This is an optimization exercise on Yosys and OpenROAD, whose aim is small area, a short achievable clock period and few clock cycles per item, not a production implementation. In this exercise RTL edits were held to simulation tests only and were not proved equivalent to the original. Power is estimated from default activity; no workload was simulated.

File: config.mk
export PLATFORM = sky130hd
export DESIGN_NAME = alu_top
export DESIGN_NICKNAME = alu_top
export VERILOG_FILES = /design/flow/design.v
export SDC_FILE = /design/flow/constraint.sdc
export NUM_CORES = 4
export LEC_CHECK = 0
export CAP_MARGIN = 20
export CORE_MARGIN = 2
export CORE_UTILIZATION = 40
export SLEW_MARGIN = 20
File: constraint.sdc
create_clock -name core_clock -period 9.5 [get_ports {i_clk}]
set_input_delay 1.9000 -clock core_clock [delete_from_list [all_inputs] [get_ports {i_clk}]]
set_output_delay 1.9000 -clock core_clock [all_outputs]
set_load 0.01 [all_outputs]
File: design.v
package alu_pkg;
    localparam int DATA_W = 16;
    localparam int FRAC_W = 10;
    typedef logic signed [DATA_W-1:0]   fx_t;
    typedef logic [4:0]                 cnt_t;    
    typedef enum logic [3:0] {
        OP_FXADD = 4'd0,
        OP_FXSUB = 4'd1,
        OP_FXMUL = 4'd2,
        OP_FXMAC = 4'd3,
        OP_CLZ   = 4'd5,
        OP_LRCW  = 4'd6,
        OP_LFSR  = 4'd7
    } op_e;
    typedef struct packed {
        op_e op;
        fx_t a;
        fx_t b;
    } alu_req_t;
    localparam int MUL_STEPS = 4;
endpackage
`timescale 1ns/10ps
module fx_arith (
    input  logic        i_clk,
    input  logic        i_idle,
    input  logic [2:0]  i_cnt,
    input  logic [3:0]  i_op,
    input  logic [15:0] i_a,
    input  logic [15:0] i_b,
    input  logic [3:0]  i_b_in,    
    input  logic [15:0] i_acc,
    output logic [15:0] o_res
);
    function automatic [15:0] sat22(input logic [21:0] v);
        if (!v[21] && (|v[20:15])) begin
            sat22 = 16'h7FFF;
        end else if (v[21] && !(&v[20:15])) begin
            sat22 = 16'h8000;
        end else begin
            sat22 = v[15:0];
        end
    endfunction
    function automatic [2:0] booth_enc(input logic [2:0] w);
        booth_enc[0] = w[1] ^ w[0];
        booth_enc[1] = (w[2] & ~w[1] & ~w[0]) | (~w[2] & w[1] & w[0]);
        booth_enc[2] = w[2];
    endfunction
    function automatic [16:0] booth_pp(input logic [2:0] e, input logic [15:0] a);
        logic [16:0] m;
        m = ({17{e[0]}} & {a[15], a}) | ({17{e[1]}} & {a, 1'b0});
        booth_pp = m ^ {17{e[2]}};
    endfunction
    logic        sub;
    logic [17:0] as_sum;
    logic [16:0] as_res;
    assign sub    = (i_op == alu_pkg::OP_FXSUB);
    assign as_sum = {i_a[15], i_a[15], i_a, 1'b1}
                  + {i_b[15] ^ sub, i_b[15] ^ sub, i_b ^ {16{sub}}, sub};
    assign as_res = as_sum[17:1];
    logic [4:0]  win;
    logic [5:0]  enc_q;
    logic [15:0] h_q;       
    logic [7:0]  lo_q;      
    logic [19:0] x;
    logic [19:0] y;
    logic [19:0] hx;
    logic [19:0] cs_s;
    logic [19:0] cs_c;
    logic [20:0] step_sum;
    logic [19:0] step;
    logic [16:0] pp0;
    logic [16:0] pp1;
    always_comb begin
        if (i_idle) begin
            win = {i_b_in, 1'b0};
        end else begin
            case (i_cnt[1:0])
                2'd0:    win = i_b[7:3];
                2'd1:    win = i_b[11:7];
                default: win = i_b[15:11];
            endcase
        end
    end
    always_ff @(posedge i_clk) begin
        enc_q <= {booth_enc(win[4:2]), booth_enc(win[2:0])};
    end
    assign pp0  = booth_pp(enc_q[2:0], i_a);
    assign pp1  = booth_pp(enc_q[5:3], i_a);
    assign hx   = {{4{h_q[15]}}, h_q};
    assign x    = {{3{pp0[16]}}, pp0};
    assign y    = {pp1[16], pp1, enc_q[5], enc_q[5]};
    assign cs_s = hx ^ x ^ y;
    assign cs_c = (hx & x) | (hx & y) | (x & y);
    assign step_sum = {cs_s, 1'b1} + {cs_c[18:0], enc_q[5], enc_q[2]};
    assign step     = step_sum[20:1];
    always_ff @(posedge i_clk) begin
        if (i_idle) begin
            h_q <= '0;
        end else begin
            h_q <= step[19:4];
        end
        lo_q <= {step[3:0], lo_q[7:4]};
    end
    logic        mac;
    logic [21:0] fin_sum_a;
    logic [21:0] fin_sum_b;
    logic [22:0] fin_sum;
    logic [21:0] fin;
    assign mac       = (i_op == alu_pkg::OP_FXMAC);
    assign fin_sum_a = {h_q, lo_q[7:2]};
    assign fin_sum_b = mac ? {{6{i_acc[15]}}, i_acc} : 22'd0;
    assign fin_sum   = {fin_sum_a, 1'b1} + {fin_sum_b, lo_q[1]};
    assign fin       = fin_sum[22:1];
    always_comb begin
        case (i_op)
            alu_pkg::OP_FXADD, alu_pkg::OP_FXSUB: o_res = sat22({{5{as_res[16]}}, as_res});
            alu_pkg::OP_FXMUL, alu_pkg::OP_FXMAC: o_res = sat22(fin);
            default:                              o_res = '0;
        endcase
    end
endmodule
`timescale 1ns/10ps
module bit_ops #(
    parameter int LFSR_MAX_STEPS = 8
) (
    input  logic [3:0]  i_op,
    input  logic [15:0] i_a,
    input  logic [15:0] i_b,
    input  logic [4:0]  i_pcnt,    
    output logic [4:0]  o_pcnt,
    output logic [15:0] o_res
);
    function automatic [4:0] clz16(input logic [15:0] v);
        logic [4:0] n;
        n = 5'd16;
        for (int i = 0; i < 16; i++) begin
            if (v[i]) begin
                n = 5'(15 - i);
            end
        end
        clz16 = n;
    endfunction
    function automatic [4:0] popcount(input logic [15:0] v);
        logic [4:0] n;
        n = '0;
        for (int i = 0; i < 16; i++) begin
            n = n + {4'd0, v[i]};
        end
        popcount = n;
    endfunction
    function automatic [15:0] lrcw(input logic [15:0] b, input logic [4:0] n);
        logic [15:0] x;
        x = b;
        if (n[0]) x = {x[14:0], ~x[15]};
        if (n[1]) x = {x[13:0], ~x[15:14]};
        if (n[2]) x = {x[11:0], ~x[15:12]};
        if (n[3]) x = {x[7:0],  ~x[15:8]};
        if (n[4]) x = ~x;
        lrcw = x;
    endfunction
    function automatic [15:0] lfsr_adv(input logic [15:0] a, input logic [15:0] b);
        logic [23:0] ext;
        logic [23:0] sh;
        for (int j = 1; j <= 8; j++) begin
            ext[8-j] = a[16-j] ^ a[14-j] ^ a[13-j] ^ a[11-j];
        end
        ext[23:8] = a;
        sh = ext;
        if (b[0]) sh = {sh[22:0], 1'b0};
        if (b[1]) sh = {sh[21:0], 2'b0};
        if (b[2]) sh = {sh[19:0], 4'b0};
        if (b[3]) sh = {sh[15:0], 8'b0};
        if ((|b[15:4]) || (b[3] && (|b[2:0]))) begin
            sh = '0;
        end
        lfsr_adv = sh[23:8];
    endfunction
    assign o_pcnt = popcount(i_a);
    always_comb begin
        case (i_op)
            alu_pkg::OP_CLZ:  o_res = {11'd0, clz16(i_a)};
            alu_pkg::OP_LRCW: o_res = lrcw(i_b, i_pcnt);
            alu_pkg::OP_LFSR: o_res = lfsr_adv(i_a, i_b);   
            default:          o_res = '0;
        endcase
    end
endmodule
`timescale 1ns/10ps
module alu_ctrl (
    input  logic        i_clk,
    input  logic        i_rst_n,
    input  logic        i_req,
    input  logic [3:0]  i_op,
    input  logic [15:0] i_arith_res,
    input  logic [15:0] i_bits_res,
    output logic        o_idle,
    output logic [2:0]  o_cnt,
    output logic [15:0] o_acc,
    output logic        o_ack,
    output logic [15:0] o_result
);
    logic        busy_q;
    logic        ack_q;
    logic [2:0]  cnt_q;
    logic [15:0] result_q;   
    logic        is_mul;
    logic        is_lrcw;
    logic        done;
    logic [15:0] sel_res;
    assign is_mul  = (i_op == alu_pkg::OP_FXMUL) || (i_op == alu_pkg::OP_FXMAC);
    assign is_lrcw = (i_op == alu_pkg::OP_LRCW);
    always_comb begin
        if (is_mul) begin
            done = busy_q && (cnt_q == alu_pkg::MUL_STEPS);
        end else if (is_lrcw) begin
            done = busy_q && (cnt_q == 3'd1);
        end else begin
            done = busy_q;
        end
    end
    always_ff @(posedge i_clk or negedge i_rst_n) begin
        if (!i_rst_n) begin
            busy_q <= 1'b0;
            ack_q  <= 1'b0;
            cnt_q  <= 3'd0;
        end else begin
            if (done) begin
                busy_q <= 1'b0;
                ack_q  <= 1'b1;
            end else if (!busy_q && !ack_q && i_req) begin
                busy_q <= 1'b1;
            end else if (ack_q && !i_req) begin
                ack_q  <= 1'b0;
            end
            if (busy_q) begin
                cnt_q <= cnt_q + 3'd1;
            end else begin
                cnt_q <= 3'd0;
            end
        end
    end
    always_comb begin
        case (i_op)
            alu_pkg::OP_FXADD, alu_pkg::OP_FXSUB, alu_pkg::OP_FXMUL, alu_pkg::OP_FXMAC: begin
                sel_res = i_arith_res;
            end
            alu_pkg::OP_CLZ, alu_pkg::OP_LRCW, alu_pkg::OP_LFSR: begin
                sel_res = i_bits_res;
            end
            default: begin
                sel_res = '0;   
            end
        endcase
    end
    always_ff @(posedge i_clk or negedge i_rst_n) begin
        if (!i_rst_n) begin
            result_q <= '0;
        end else if (done) begin
            result_q <= sel_res;
        end
    end
    assign o_idle   = !busy_q;
    assign o_cnt    = cnt_q;
    assign o_acc    = result_q;
    assign o_result = result_q;
    assign o_ack    = ack_q;
endmodule
`timescale 1ns/10ps
module alu_top #(
    parameter int LFSR_MAX_STEPS = 8
) (
    input  logic     i_clk,
    input  logic     i_rst_n,
    input  logic     i_req,
    input  alu_pkg::alu_req_t i_cmd,
    output logic     o_ack,
    output alu_pkg::fx_t      o_result
);
    logic [3:0]  op_q;
    logic [15:0] a_q;
    logic [15:0] b_q;
    logic        idle;
    logic [2:0]  cnt;
    logic [15:0] acc;
    logic [15:0] arith_res;
    logic [15:0] bits_res;
    logic [4:0]  pcnt_q;
    logic [4:0]  pcnt;
    always_ff @(posedge i_clk) begin
        op_q <= i_cmd.op;
        a_q  <= i_cmd.a;
        b_q  <= i_cmd.b;
    end
    alu_ctrl u_ctrl (
        .i_clk       (i_clk),
        .i_rst_n     (i_rst_n),
        .i_req       (i_req),
        .i_op        (op_q),
        .i_arith_res (arith_res),
        .i_bits_res  (bits_res),
        .o_idle      (idle),
        .o_cnt       (cnt),
        .o_acc       (acc),
        .o_ack       (o_ack),
        .o_result    (o_result)
    );
    fx_arith u_fx_arith (
        .i_clk   (i_clk),
        .i_idle  (idle),
        .i_cnt   (cnt),
        .i_op    (op_q),
        .i_a     (a_q),
        .i_b     (b_q),
        .i_b_in  (i_cmd.b[3:0]),
        .i_acc   (acc),
        .o_res   (arith_res)
    );
    always_ff @(posedge i_clk) begin
        pcnt_q <= pcnt;
    end
    bit_ops #(
        .LFSR_MAX_STEPS (LFSR_MAX_STEPS)
    ) u_bit_ops (
        .i_op    (op_q),
        .i_a     (a_q),
        .i_b     (b_q),
        .i_pcnt  (pcnt_q),
        .o_pcnt  (pcnt),
        .o_res   (bits_res)
    );
endmodule
File: run.sh
#!/bin/bash
# synth_recipe.tcl (not shown) runs the flow's synth.tcl, then flattens the netlist and writes it again
# the make line also repeats each setting of config.mk as NAME=value (left out here)
make -C /OpenROAD-flow-scripts/flow DESIGN_CONFIG=/design/flow/config.mk WORK_HOME=/design/flow/orfs CLKGATE_MAP_FILE= SYNTH_SCRIPT=/design/flow/synth_recipe.tcl finish
==> results.toml, run 1 <==
[timing]
rsz0062_at_grt = "no"
hold_viol = 0
worst_slew_pin_slew_ns = 1.13
slew-limit-headroom_pct = 24.7
timing.fmax_mhz = 225
finalWorstSetupSlack_ns = 5.06
setup_violations = 0
period_share_pct = 46.7
worst_hold_slack_ns = 0.372
finalSetupTns_ns = 0
min_period_ns = 4.44
slew_viol_final = 0
fin_skew_ns = 0.00854

[power]
power_frac_seq_pct = 17.0
power.internal_uw = 2220
switching_share_pct = 49.6
clkPwrFrac_pct = 9.0
vdd_drop_max_v = 0.000332
switching_power_uw = 2180
p_per_area_nw_per_um2 = 408
pwr-share-comb_pct = 74.0
p_leak_uw = 0.00462

[yosys]
synth-seq-area-share_pct = 19.9
ys_async_sr_fraction_pct = 23.1
post-synth-top-count-cell = "a21oi_1"
synthTopCellsByArea = "dfxtp_1 (14%), ha_1 (8.8%), xnor2_1 (7.9%), mux2i_1 (6.6%), fa_1 (6.2%)"
netlist_top_cells_count = "a21oi_1 (95), nand2_1 (94), xnor2_1 (87)"
synth_top_area_share_pct = 14.4
yosysWarnings = 4
synth-seq-cells = 91
syn-cell-area_sq_um = 9700
ys_types = 79
yosys.area.top_type = "dfxtp_1"
synth-edff-count = 0
avgSynthCellArea_sq_um = 8.40
ys.flop_type = "dfxtp_1"
syn_nets = 1291
synthCells = 1154

[layout]
diodes = 0
regArea_sq_um = 1930
areaGrowthSynthToFinish_pct = 11.5
multi_input_area_sq_um = 7330
num-nets-final = 1302
fillers = 2381
design_area_sq_um = 10800
drive_gt1_share_pct = 6.07

[flow_run]
cap_violations = 0

[cts]
ctsHtreeMaxLevel = 3
clock_path_buffers = 2
clkSinkCount = 91
cts_tree = "built"
clock_latency_ns = 0.36
clock-root-buffer = "clkbuf_16"
cts_hold_buf = 0
ctsResizeCount = 0
cts_made_buffers = 9
postCtsSetupBuffers = 0
clkSlewWorstSetupHoldPaths_ns = 0.07

[placement]
place_area_sq_um = 10500
port-buffer-count = 55
place.gp.congestion = 0.944
pre_cts_ws_ns = 5.14
dp_hpwl_mm = 23.1

[drt]
routedWlPerCell_um = 19.9
via_per_inst = 5.81
drc = 0
vias = 8648
drt_wl_total_mm = 29.6
first_pass_iters = 5
drt_iter0_drc = 735
ant_nets = 0

[worst_hold_path]
holdPathStages = 0
hold_class = "reg -> reg"
min_to = "u_fx_arith.lo_q[1]$_DFF_P_"
hp-start = "u_fx_arith.lo_q[5]$_DFF_P_"

[critical_path]
critPathKind = "reg -> reg"
slowest_delay_ns = 0.71
rrSetupSlack_ns = 5.06
rr_startpoint = "op_q[1]$_DFF_P_"
cp_common_cell = "buf_4"
reg2reg_depth = 15
path_cells = "buf_4 -> nor4b_4 -> buf_4 -> xnor2_1 -> ha_1 -> a31oi_1 -> nor2b_1 -> nor4_1 -> o31ai_1 -> a21oi_1 -> o21bai_1 -> mux2i_1 -> and2_1 -> o21ai_0 -> a22oi_1"
cp_data_arrival_time_ns = 4.70
required_ns = 9.76
worstReg2RegEnd = "u_ctrl.result_q[13]$_DFFE_PN0P_"
worstSetupEndpointType = "flip-flop"
critPathMaxFanout = 20
crit_slowest_cell = "mux2i_1"
worst_setup_path_start_kind = "flip-flop"

[floorplanning]
die_area_sq_um = 25500
die_x_um = 160
core_sq_um = 23600
start_util_pct = 41.1
die_h_um = 160
io_pins = 56
rows = 56

[grt]
grtUsageTotal_pct = 23.4
grt_max_degree = 42
grt_overflow = 0
antenna_found_initial = 1
grt_pass1_vias = 8436
grt_pass1_wl_mm = 46.8

[status]
status = "no timing/DRC/antenna violations"
power groups by stage:
stage,Clock [uW],Sequential [uW],Combinational (uW)
after floorplan,0,596,2660
after global placement,0,751,3230
after detailed placement,0,751,3240
after CTS,406,743,3260
after global routing,421,769,3670
final,398,748,3260
registers in the layout, indices dropped and copies added, names as in the netlist:
register          count
u_fx_arith.lo_q       7
u_ctrl.result_q      16
u_ctrl.busy_q         1
u_ctrl.cnt_q          3
u_fx_arith.h_q       16
u_ctrl.ack_q          1
u_fx_arith.enc_q      6
op_q                  4
pcnt_q                5
b_q                  16
a_q                  16
metal layers:
layer	GRT usage, %	vias to the layer above	wire, um
li1	-	4166	-
met1	31.5	4151	13400
met2	37.1	281	13500
met3	5.64	50	2070
met4	6.74	0	657
met5	0	-	0
cell usage in the layout (no fill, tap or decap), types with 11 or more instances in the layout:
| master | instances |
|---|---|
| dfxtp_1 | 69 |
| xor2_1 | 53 |
| mux4_2 | 14 |
| fa_1 | 30 |
| a22oi_1 | 37 |
| xnor2_1 | 87 |
| a21oi_1 | 95 |
| dfrtp_1 | 21 |
| nor2_1 | 78 |
| and2_1 | 32 |
| clkbuf_16 | 11 |
| mux2i_1 | 64 |
| o211ai_1 | 12 |
| nor2b_1 | 12 |
| nor3_1 | 25 |
| clkdlybuf4s50_1 | 54 |
| nand2_1 | 94 |
| ha_1 | 68 |
| inv_1 | 45 |
| a21o_1 | 24 |
| o21ai_0 | 52 |
| buf_4 | 14 |
worst max path at each step:
stage | slack [ns] | from | end | cells after the start
2_1_floorplan | 5.43 | a_q[0]$_DFF_P_ | pcnt_q[4]$_DFF_P_ | 13
3_3_place_gp | 5.08 | op_q[1]$_DFF_P_ | u_ctrl.result_q[13]$_DFFE_PN0P_ | 15
3_5_place_dp | 5.14 | op_q[3]$_DFF_P_ | u_ctrl.result_q[0]$_DFFE_PN0P_ | 13
4_1_cts | 5.08 | op_q[1]$_DFF_P_ | u_ctrl.result_q[13]$_DFFE_PN0P_ | 15
5_1_grt | 4.71 | op_q[3]$_DFF_P_ | u_ctrl.result_q[0]$_DFFE_PN0P_ | 13
6_report | 5.06 | op_q[1]$_DFF_P_ | u_ctrl.result_q[13]$_DFFE_PN0P_ | 15
cell type report:
cell class / count / area share [%]
sequential: 91 / 17.8
tap: 319 / 3.69
inverter: 47 / 1.63
timing repair buffer: 69 / 6.02
multi-input combinational: 947 / 67.8
clock buffer: 12 / 2.67
clock inverter: 4 / 0.336
stage by stage:
| step | total power [uW] | utilization [%] | instances |
|---|---|---|---|
| CTS | 4400 | 45.8 | 1489 |
| floorplan | 3260 | - | 1154 |
| global placement | 3980 | 44.4 | 1473 |
| detailed placement | 3990 | 44.4 | 1473 |
| global route | 4860 | 45.8 | 1489 |
| finish | 4410 | 45.8 | 1489 |
kinds of logic after synthesis:
group                    Yosys count  share of synthesized area (%)
adder cells (fa/ha/maj)           98                           15.0
flip-flops                        91                           19.9
XOR/XNOR                         140                           12.6
AO/OA/AOI/OAI                    319                           21.8
buffers and inverters            116                           4.64
multiplexers                      83                           10.4
AND/OR/NAND/NOR                  307                           15.6
worst max-delay path: cells and delay by family (launching register included):
family / cells / cell delay, ns
fa+ha+maj: 1 / 0.42
mux: 1 / 0.71
xor+xnor: 1 / 0.11
flops: 1 / 0.30
simple gates: 4 / 0.92
buf+inv: 2 / 0.51
compound gates: 6 / 1.38
Testbench counts, summed over its fixed seeds: cycles 22,221, ops 4,800.
==> run 2: changes to the inputs <==
--- a/config.mk
+++ b/config.mk
@@ -6,6 +6,8 @@
 export NUM_CORES = 4
 export LEC_CHECK = 0
+export ABC_CLOCK_PERIOD_IN_PS = 2700
 export CAP_MARGIN = 20
 export CORE_MARGIN = 2
 export CORE_UTILIZATION = 40
+export SETUP_SLACK_MARGIN = 5
 export SLEW_MARGIN = 20
==> run 2 against run 1 <==
Against the previous run:
- count of clock-buffer cells in the layout unchanged
- fmax is 3.1% higher
- setup slack gained 0.13 ns
- total power grew 0.28%
- synthesized area stayed put
- still clean on timing, DRC and antenna
- final cell count did not move
- sequential power is essentially flat
==> results.toml, run 2 <==
[status]
status = "no timing/DRC/antenna violations"

[placement]
dp_hpwl_mm = 23.1
port-buffer-count = 55
place_area_sq_um = 10500
place.gp.congestion = 0.944
pre_cts_ws_ns = 5.14

[timing]
finalWorstSetupSlack_ns = 5.20
rsz0062_at_grt = "yes"
timing.fmax_mhz = 232
worst_slew_pin_slew_ns = 1.13
min_period_ns = 4.30
worst_hold_slack_ns = 0.372
hold_viol = 0
setup_violations = 0
slew_viol_final = 0
fin_skew_ns = 0.0112
period_share_pct = 45.3
slew-limit-headroom_pct = 24.4
finalSetupTns_ns = 0

[yosys]
synthCells = 1154
synth_top_area_share_pct = 14.4
avgSynthCellArea_sq_um = 8.40
ys_types = 79
ys.flop_type = "dfxtp_1"
netlist_top_cells_count = "a21oi_1 (95), nand2_1 (94), xnor2_1 (87)"
synthTopCellsByArea = "dfxtp_1 (14%), ha_1 (8.8%), xnor2_1 (7.9%), mux2i_1 (6.6%), fa_1 (6.2%)"
ys_async_sr_fraction_pct = 23.1
post-synth-top-count-cell = "a21oi_1"
synth-edff-count = 0
yosysWarnings = 4
synth-seq-cells = 91
synth-seq-area-share_pct = 19.9
syn_nets = 1291
yosys.area.top_type = "dfxtp_1"
syn-cell-area_sq_um = 9700

[drt]
drt_iter0_drc = 736
ant_nets = 0
drt_wl_total_mm = 29.7
vias = 8655
first_pass_iters = 5
drc = 0
route.met3.wl_mm = 2.16
met1_length_mm = 13.4
met2_wirelength_mm = 13.4
top_layer = "met4"
routedWlPerCell_um = 19.9
via_per_inst = 5.81

[floorplanning]
die_h_um = 160
rows = 56
die_area_sq_um = 25500
io_pins = 56
core_sq_um = 23600
die_x_um = 160
start_util_pct = 41.1

[worst_hold_path]
holdPathStages = 0
hold_class = "reg -> reg"

[cts]
ctsHtreeMaxLevel = 3
cts_hold_buf = 0
cts_made_buffers = 9
clock_path_buffers = 2
clkSinkCount = 91
postCtsSetupBuffers = 0
clock_latency_ns = 0.36
clock-root-buffer = "clkbuf_16"
cts_tree = "built"
clkSlewWorstSetupHoldPaths_ns = 0.07
ctsResizeCount = 0

[layout]
mostFrequentLayoutCells = "a21oi_1 (95), nand2_1 (93), xnor2_1 (87)"
drive_gt1_share_pct = 6.41
final_common_cell = "a21oi_1"
num-nets-final = 1302
areaGrowthSynthToFinish_pct = 11.7
design_area_sq_um = 10800
diodes = 0

[critical_path]
slowest_delay_ns = 0.56
critPathKind = "reg -> reg"
cp_num_buf_inv = 1
worstSetupEndpointType = "flip-flop"
worst_setup_path_start_kind = "flip-flop"
reg2reg_depth = 14
critPathMaxFanout = 20
crit_family = "compound AO/OA/AOI/OAI gates"
crit_slowest_cell = "mux2i_2"
required_ns = 9.76
cp.depth = 14
cp_data_arrival_time_ns = 4.57
path_cells = "nor4b_4 -> buf_4 -> xnor2_1 -> ha_1 -> a31oi_1 -> nor2b_1 -> nor4_1 -> o31ai_1 -> a21oi_1 -> o21bai_1 -> mux2i_2 -> and2_1 -> o21ai_0 -> a22oi_1"

[power]
power_frac_seq_pct = 16.9
p_per_area_nw_per_um2 = 408
switching_power_uw = 2190
power_uw = 4420
clkPwrFrac_pct = 9.0
pwr-share-comb_pct = 74.0
power.internal_uw = 2220
vdd_drop_max_v = 0.000330
p_leak_uw = 0.00462
switching_share_pct = 49.6

[grt]
grtUsageTotal_pct = 23.4
antenna_found_initial = 1
grt_overflow = 0
grt_max_degree = 42
grt_pass1_vias = 8436
grt_pass1_wl_mm = 46.8

[flow_run]
cap_violations = 0
==> run 2: cell type report <==
cell class	count	area (sq um)
Clock buffer	12	289
Clock inverter	4	36.3
Fill cell	2382	12800
Inverter	47	176
Multi-Input combinational cell	947	7350
Sequential cell	91	1930
Tap cell	319	399
Timing Repair Buffer	69	651
==> run 2: kinds of logic after synthesis <==
kind of cell,after synthesis,share of synthesized area [%]
simple gates,307,15.6
xor+xnor,140,12.6
compound gates,319,21.8
fa+ha+maj,98,15.0
buf+inv,116,4.64
flops,91,19.9
mux,83,10.4
==> run 2: metrics by stage <==
step | util (%) | cells
after floorplan | - | 1154
after CTS | 45.8 | 1489
after detailed placement | 44.4 | 1473
after global placement | 44.4 | 1473
final | 45.9 | 1489
after global routing | 45.9 | 1489
==> run 2: power by group through the flow <==
stage	combinational [uW]	clock (uW)	sequential, uW
final	3270	400	748
after floorplan	2660	0	596
after global routing	3670	421	769
after detailed placement	3240	0	751
after global placement	3230	0	751
after CTS	3260	406	743
==> run 2: per-layer routing <==
metal | global-route usage (%) | vias to the layer above
li1 | - | 4165
met5 | 0 | -
met4 | 6.74 | 0
met2 | 37.1 | 298
met1 | 31.5 | 4139
met3 | 5.64 | 53
==> run 2: worst paths after layout <==
path                                             from                              end  slack (ns)
max                                   op_q[0]$_DFF_P_  u_ctrl.result_q[13]$_DFFE_PN0P_        5.20
min                        u_fx_arith.lo_q[5]$_DFF_P_       u_fx_arith.lo_q[1]$_DFF_P_        0.37
max reg2reg                           op_q[0]$_DFF_P_  u_ctrl.result_q[13]$_DFFE_PN0P_        5.20
min reg2reg                u_fx_arith.lo_q[5]$_DFF_P_       u_fx_arith.lo_q[1]$_DFF_P_        0.37
max in group asynchronous                     i_rst_n  u_ctrl.result_q[13]$_DFFE_PN0P_        7.63
min in group asynchronous                     i_rst_n   u_ctrl.result_q[1]$_DFFE_PN0P_        1.51
==> run 2: worst register-to-register path: cells and delay by family (launching register included) <==
| kind | cells | cell delay [ns] |
|---|---|---|
| xor+xnor | 1 | 0.11 |
| fa+ha+maj | 1 | 0.42 |
| simple gates | 4 | 0.87 |
| buf+inv | 1 | 0.33 |
| compound gates | 6 | 1.41 |
| flops | 1 | 0.51 |
| mux | 1 | 0.56 |

[separate check: timing with driven ports]
The results above use ideal ports. As a check the final layouts listed here were re-extracted and re-timed, cells and wires unchanged. Step 1 (the two cells are an assumption about what drives the block):
set clk [get_ports {i_clk}]
set_driving_cell -lib_cell sky130_fd_sc_hd__clkbuf_16 $clk
set_driving_cell -lib_cell sky130_fd_sc_hd__buf_2 [delete_from_list [all_inputs] $clk]
Step 2, shift: input delay + t, output delay - t, t = (earliest + latest rising clock arrival at the registers) / 2. This alone moves slack from input paths to output paths. Slacks: no drivers / after step 1 / after step 2; pairs: no drivers / after step 1.
| run | shift t [ns] | setup WS [ns] | worst hold slack (ns) |
|---|---|---|---|
| run 1 | 0.401 | 5.065 / 5.065 / 5.065 | 0.372 / 0.372 / 0.372 |
| run 2 | 0.403 | 5.197 / 5.197 / 5.197 | 0.372 / 0.372 / 0.372 |
After both steps setup and hold are still met in every run listed.
